Background: an optimization exercise with open tools, aiming at small area and a short achievable clock period. Do not read the settings as production practice.
Only simulation tests tie the RTL to the original design; equivalence was not proved.
Power is estimated from default activity; no workload was simulated.

## acw_top
module acw_top #(
	parameter int          NUM_REGIONS = 8,
	parameter logic [21:0] BASE_ADDR   = 22'h0
) (
	input  logic           clk,
	input  logic           rst,
	input  logic           host_valid_i,
	input  acw_pkg::addr_t host_addr_i,
	input  logic           host_write_i,
	input  acw_pkg::data_t host_wdata_i,
	output logic           host_ready_o,
	output logic           host_rsp_valid_o,
	output acw_pkg::data_t host_rsp_rdata_o,
	output logic           host_rsp_err_o,
	input  logic           host_rsp_ready_i,
	output logic           dev_valid_o,
	output acw_pkg::addr_t dev_addr_o,
	output logic           dev_write_o,
	output acw_pkg::data_t dev_wdata_o,
	input  logic           dev_ready_i,
	input  logic           dev_rsp_valid_i,
	input  acw_pkg::data_t dev_rsp_rdata_i,
	input  logic           dev_rsp_err_i,
	output logic           dev_rsp_ready_o,
	input  logic           cpu_req_i,
	input  logic           cpu_write_i,
	input  acw_pkg::addr_t cpu_addr_i,
	input  acw_pkg::data_t cpu_wdata_i,
	output logic           cpu_rsp_valid_o,
	output acw_pkg::data_t cpu_rsp_rdata_o,
	output logic           cpu_rsp_err_o,
	output logic           irq_o
);
	logic [NUM_REGIONS-1:0][7:0] region_cfg;
	logic [NUM_REGIONS/4-1:0] cfg_vld;
	acw_pkg::region_addr_t [NUM_REGIONS-1:0] region_addr;
	logic [NUM_REGIONS-1:0] addr_vld;
	logic [NUM_REGIONS-1:0] lt;
	logic [NUM_REGIONS-1:0] napot;
	logic [NUM_REGIONS-1:0] tor_en;
	logic [NUM_REGIONS-1:0] napot_en;
  ...
Size in the first run: ~400 flip-flops, about 310 I/O pins, roughly 0.024 mm^2 of cells after synthesis.
clock: 8.0 ns
lec_check: 0
cap_margin: 20
core_margin: 2
core_utilization: 75
setup_slack_margin: 3.0
slew_margin: 20
standard.sh (not shown) runs the stock make flow with config.mk's settings and CLKGATE_MAP_FILE= SYNTH_SCRIPT=/design/flow/synth_recipe.tcl, a recipe that flattens the netlist after the stock synthesis.
==> flow/flow/run.sh <==
#!/bin/bash
# Standard ORFS layout with three changes: port buffers are the smallest buffer, the clock tree is
# built from mid-size buffers without dummy loads, and the cells in flow/dont_use.txt (the
# platform's own don't-use list plus slow cells with four stacked transistors) are kept out of
# synthesis and repair. The registers come out of synthesis exactly as in the standard flow.
# Each step's output goes to its own log in this folder (ORFS's own logs are under orfs/logs).
set -euo pipefail
here=$(cd "$(dirname "$0")" && pwd)
dont_use="DONT_USE_CELLS=$(tr '\n' ' ' < "$here/dont_use.txt")"
export BUFFER_PORTS_ARGS="-buffer_cell sky130_fd_sc_hd__buf_1"
export CTS_ARGS="-sink_clustering_enable -repair_clock_nets -dont_use_dummy_load -buf_list {sky130_fd_sc_hd__clkbuf_4 sky130_fd_sc_hd__clkbuf_8} -sink_clustering_size 12 -sink_clustering_max_diameter 50"
bash standard.sh "$dont_use" synth > synth.log 2>&1
bash standard.sh "$dont_use" floorplan > floorplan.log 2>&1
bash standard.sh "$dont_use" place > place.log 2>&1
bash standard.sh "$dont_use" cts > cts.log 2>&1
bash standard.sh "$dont_use" finish > finish.log 2>&1
==> flow/flow/dont_use.txt <==
sky130_fd_sc_hd__probe_p_8
sky130_fd_sc_hd__probec_p_8
sky130_fd_sc_hd__lpflow_bleeder_1
sky130_fd_sc_hd__lpflow_clkbufkapwr_1
sky130_fd_sc_hd__lpflow_clkbufkapwr_16
sky130_fd_sc_hd__lpflow_clkbufkapwr_2
sky130_fd_sc_hd__lpflow_clkbufkapwr_4
sky130_fd_sc_hd__lpflow_clkbufkapwr_8
sky130_fd_sc_hd__lpflow_clkinvkapwr_1
sky130_fd_sc_hd__lpflow_clkinvkapwr_16
sky130_fd_sc_hd__lpflow_clkinvkapwr_2
sky130_fd_sc_hd__lpflow_clkinvkapwr_4
sky130_fd_sc_hd__lpflow_clkinvkapwr_8
sky130_fd_sc_hd__lpflow_decapkapwr_12
sky130_fd_sc_hd__lpflow_decapkapwr_3
sky130_fd_sc_hd__lpflow_decapkapwr_4
sky130_fd_sc_hd__lpflow_decapkapwr_6
sky130_fd_sc_hd__lpflow_decapkapwr_8
sky130_fd_sc_hd__lpflow_inputiso0n_1
sky130_fd_sc_hd__lpflow_inputiso0p_1
sky130_fd_sc_hd__lpflow_inputiso1n_1
sky130_fd_sc_hd__lpflow_inputiso1p_1
sky130_fd_sc_hd__lpflow_inputisolatch_1
sky130_fd_sc_hd__lpflow_isobufsrc_1
sky130_fd_sc_hd__lpflow_isobufsrc_16
sky130_fd_sc_hd__lpflow_isobufsrc_2
sky130_fd_sc_hd__lpflow_isobufsrc_4
sky130_fd_sc_hd__lpflow_isobufsrc_8
sky130_fd_sc_hd__lpflow_isobufsrckapwr_16
sky130_fd_sc_hd__lpflow_lsbuf_lh_hl_isowell_tap_1
sky130_fd_sc_hd__lpflow_lsbuf_lh_hl_isowell_tap_2
sky130_fd_sc_hd__lpflow_lsbuf_lh_hl_isowell_tap_4
sky130_fd_sc_hd__lpflow_lsbuf_lh_isowell_4
sky130_fd_sc_hd__lpflow_lsbuf_lh_isowell_tap_1
sky130_fd_sc_hd__lpflow_lsbuf_lh_isowell_tap_2
sky130_fd_sc_hd__lpflow_lsbuf_lh_isowell_tap_4
sky130_fd_sc_hd__nor4_1
sky130_fd_sc_hd__nor4_2
sky130_fd_sc_hd__nor4_4
sky130_fd_sc_hd__or4_1
sky130_fd_sc_hd__or4_2
sky130_fd_sc_hd__or4_4
sky130_fd_sc_hd__nor4b_1
sky130_fd_sc_hd__nor4b_2
sky130_fd_sc_hd__nor4b_4
sky130_fd_sc_hd__or4b_1
sky130_fd_sc_hd__or4b_2
sky130_fd_sc_hd__or4b_4
sky130_fd_sc_hd__or4bb_1
sky130_fd_sc_hd__or4bb_2
sky130_fd_sc_hd__or4bb_4
sky130_fd_sc_hd__a2111oi_0
sky130_fd_sc_hd__a2111oi_1
sky130_fd_sc_hd__a2111oi_2
sky130_fd_sc_hd__a2111oi_4
sky130_fd_sc_hd__a2111o_1
sky130_fd_sc_hd__a2111o_2
sky130_fd_sc_hd__a2111o_4
sky130_fd_sc_hd__o2111ai_1
sky130_fd_sc_hd__o2111ai_2
sky130_fd_sc_hd__o2111ai_4
sky130_fd_sc_hd__o2111a_1
sky130_fd_sc_hd__o2111a_2
sky130_fd_sc_hd__o2111a_4
sky130_fd_sc_hd__o41ai_1
sky130_fd_sc_hd__o41ai_2
sky130_fd_sc_hd__o41ai_4
sky130_fd_sc_hd__o41a_1
sky130_fd_sc_hd__o41a_2
sky130_fd_sc_hd__o41a_4
sky130_fd_sc_hd__a41oi_1
sky130_fd_sc_hd__a41oi_2
sky130_fd_sc_hd__a41oi_4
sky130_fd_sc_hd__a41o_1
sky130_fd_sc_hd__a41o_2
sky130_fd_sc_hd__a41o_4
sky130_fd_sc_hd__o311ai_0
sky130_fd_sc_hd__o311ai_1
sky130_fd_sc_hd__o311ai_2
sky130_fd_sc_hd__o311ai_4
sky130_fd_sc_hd__o311a_1
sky130_fd_sc_hd__o311a_2
sky130_fd_sc_hd__o311a_4
sky130_fd_sc_hd__a311oi_1
sky130_fd_sc_hd__a311oi_2
sky130_fd_sc_hd__a311oi_4
sky130_fd_sc_hd__a311o_1
sky130_fd_sc_hd__a311o_2
sky130_fd_sc_hd__a311o_4
sky130_fd_sc_hd__o2111ai_1
==> next run, changes <==
--- a/flow/flow/run.sh
+++ b/flow/flow/run.sh
@@ -11 +11 @@
-export CTS_ARGS="-sink_clustering_enable -repair_clock_nets -dont_use_dummy_load -buf_list {sky130_fd_sc_hd__clkbuf_4 sky130_fd_sc_hd__clkbuf_8} -sink_clustering_size 12 -sink_clustering_max_diameter 50"
+export CTS_ARGS="-sink_clustering_enable -repair_clock_nets -dont_use_dummy_load -buf_list {sky130_fd_sc_hd__clkbuf_4 sky130_fd_sc_hd__clkbuf_8} -sink_clustering_size 18 -sink_clustering_max_diameter 45"
--- a/flow/config.mk
+++ b/flow/config.mk
@@ -10 +10 @@
-export CORE_UTILIZATION = 75
+export CORE_UTILIZATION = 70
Effect:
- combinational power grows by about 2%
- design area climbs by 0.89%
- clock power barely changes
==> next run, changes <==
--- a/flow/flow/run.sh
+++ b/flow/flow/run.sh
@@ -4 +4 @@
-# platform's own don't-use list plus slow cells with four stacked transistors) are kept out of
+# platform's own don't-use list plus slow 4-input NOR/OR and 2111 cells) are kept out of
@@ -11 +11 @@
-export CTS_ARGS="-sink_clustering_enable -repair_clock_nets -dont_use_dummy_load -buf_list {sky130_fd_sc_hd__clkbuf_4 sky130_fd_sc_hd__clkbuf_8} -sink_clustering_size 18 -sink_clustering_max_diameter 45"
+export CTS_ARGS="-sink_clustering_enable -repair_clock_nets -dont_use_dummy_load -buf_list {sky130_fd_sc_hd__clkbuf_4 sky130_fd_sc_hd__clkbuf_8} -sink_clustering_size 12 -sink_clustering_max_diameter 50"
--- a/flow/flow/dont_use.txt
+++ b/flow/flow/dont_use.txt
@@ -65,26 +64,0 @@
-sky130_fd_sc_hd__o41ai_1
-sky130_fd_sc_hd__o41ai_2
-sky130_fd_sc_hd__o41ai_4
-sky130_fd_sc_hd__o41a_1
-sky130_fd_sc_hd__o41a_2
-sky130_fd_sc_hd__o41a_4
-sky130_fd_sc_hd__a41oi_1
-sky130_fd_sc_hd__a41oi_2
-sky130_fd_sc_hd__a41oi_4
-sky130_fd_sc_hd__a41o_1
-sky130_fd_sc_hd__a41o_2
-sky130_fd_sc_hd__a41o_4
-sky130_fd_sc_hd__o311ai_0
-sky130_fd_sc_hd__o311ai_1
-sky130_fd_sc_hd__o311ai_2
-sky130_fd_sc_hd__o311ai_4
-sky130_fd_sc_hd__o311a_1
-sky130_fd_sc_hd__o311a_2
-sky130_fd_sc_hd__o311a_4
-sky130_fd_sc_hd__a311oi_1
-sky130_fd_sc_hd__a311oi_2
-sky130_fd_sc_hd__a311oi_4
-sky130_fd_sc_hd__a311o_1
-sky130_fd_sc_hd__a311o_2
-sky130_fd_sc_hd__a311o_4
-sky130_fd_sc_hd__o2111ai_1
Wire length rises by 1.4%.
Count of clock-buffer cells in the layout does not change.
Total power hardly moves.
Cell count went down by 1.4%.
Via count is lower by about 0.56%.
Non-clock buffer count is lower by 14.
Fmax goes down by 0.74%.
Synthesized area goes down by about 0.8%.
==> next run, changes <==
--- a/flow/flow/run.sh
+++ b/flow/flow/run.sh
@@ -4 +4 @@
-# platform's own don't-use list plus slow 4-input NOR/OR and 2111 cells) are kept out of
+# platform's own don't-use list plus slow cells with four stacked transistors) are kept out of
--- a/flow/flow/dont_use.txt
+++ b/flow/flow/dont_use.txt
@@ -64,0 +65,26 @@
+sky130_fd_sc_hd__o41ai_1
+sky130_fd_sc_hd__o41ai_2
+sky130_fd_sc_hd__o41ai_4
+sky130_fd_sc_hd__o41a_1
+sky130_fd_sc_hd__o41a_2
+sky130_fd_sc_hd__o41a_4
+sky130_fd_sc_hd__a41oi_1
+sky130_fd_sc_hd__a41oi_2
+sky130_fd_sc_hd__a41oi_4
+sky130_fd_sc_hd__a41o_1
+sky130_fd_sc_hd__a41o_2
+sky130_fd_sc_hd__a41o_4
+sky130_fd_sc_hd__o311ai_0
+sky130_fd_sc_hd__o311ai_1
+sky130_fd_sc_hd__o311ai_2
+sky130_fd_sc_hd__o311ai_4
+sky130_fd_sc_hd__o311a_1
+sky130_fd_sc_hd__o311a_2
+sky130_fd_sc_hd__o311a_4
+sky130_fd_sc_hd__a311oi_1
+sky130_fd_sc_hd__a311oi_2
+sky130_fd_sc_hd__a311oi_4
+sky130_fd_sc_hd__a311o_1
+sky130_fd_sc_hd__a311o_2
+sky130_fd_sc_hd__a311o_4
+sky130_fd_sc_hd__o2111ai_1
--- a/flow/config.mk
+++ b/flow/config.mk
@@ -11 +11 @@
-export SETUP_SLACK_MARGIN = 3.0
+export SETUP_SLACK_MARGIN = 2.0
- worst setup slack gains 0.27 ns
- die area rose slightly
- total power rose slightly

## re-timing with driven ports
In the flow no input, the clock included, has a driving cell. The finished layouts below were timed again as built, in two steps.
Step 1 assumes that a clkbuf_16 drives the clock port and a buf_2 every other input.
Step 2 adds t to the input delays and takes it off the output delays; t is the mean of the earliest and latest rising clock arrival at the registers after step 1. Input paths then give back, and output paths get back, about the clock's delay inside the block.
Three values: ideal ports, drivers, drivers and shift; two values: the first two.
| run | shift t [ns] | setup WS [ns] | clock arrival spread, ns |
|---|---|---|---|
| the first run | 0.642 | 1.863 / 1.832 / 1.832 | 0.094 / 0.094 |
| the second run | 0.678 | 1.595 / 1.570 / 1.570 | 0.104 / 0.104 |
| the third run | 0.643 | 1.547 / 1.508 / 1.508 | 0.071 / 0.072 |
| the fourth run | 0.678 | 1.821 / 1.798 / 1.798 | 0.081 / 0.081 |
After both steps every run listed still meets setup and hold. For the third run, which loses most, drivers alone change the setup slack by -0.039 ns; drivers and shift together by -0.039 ns.
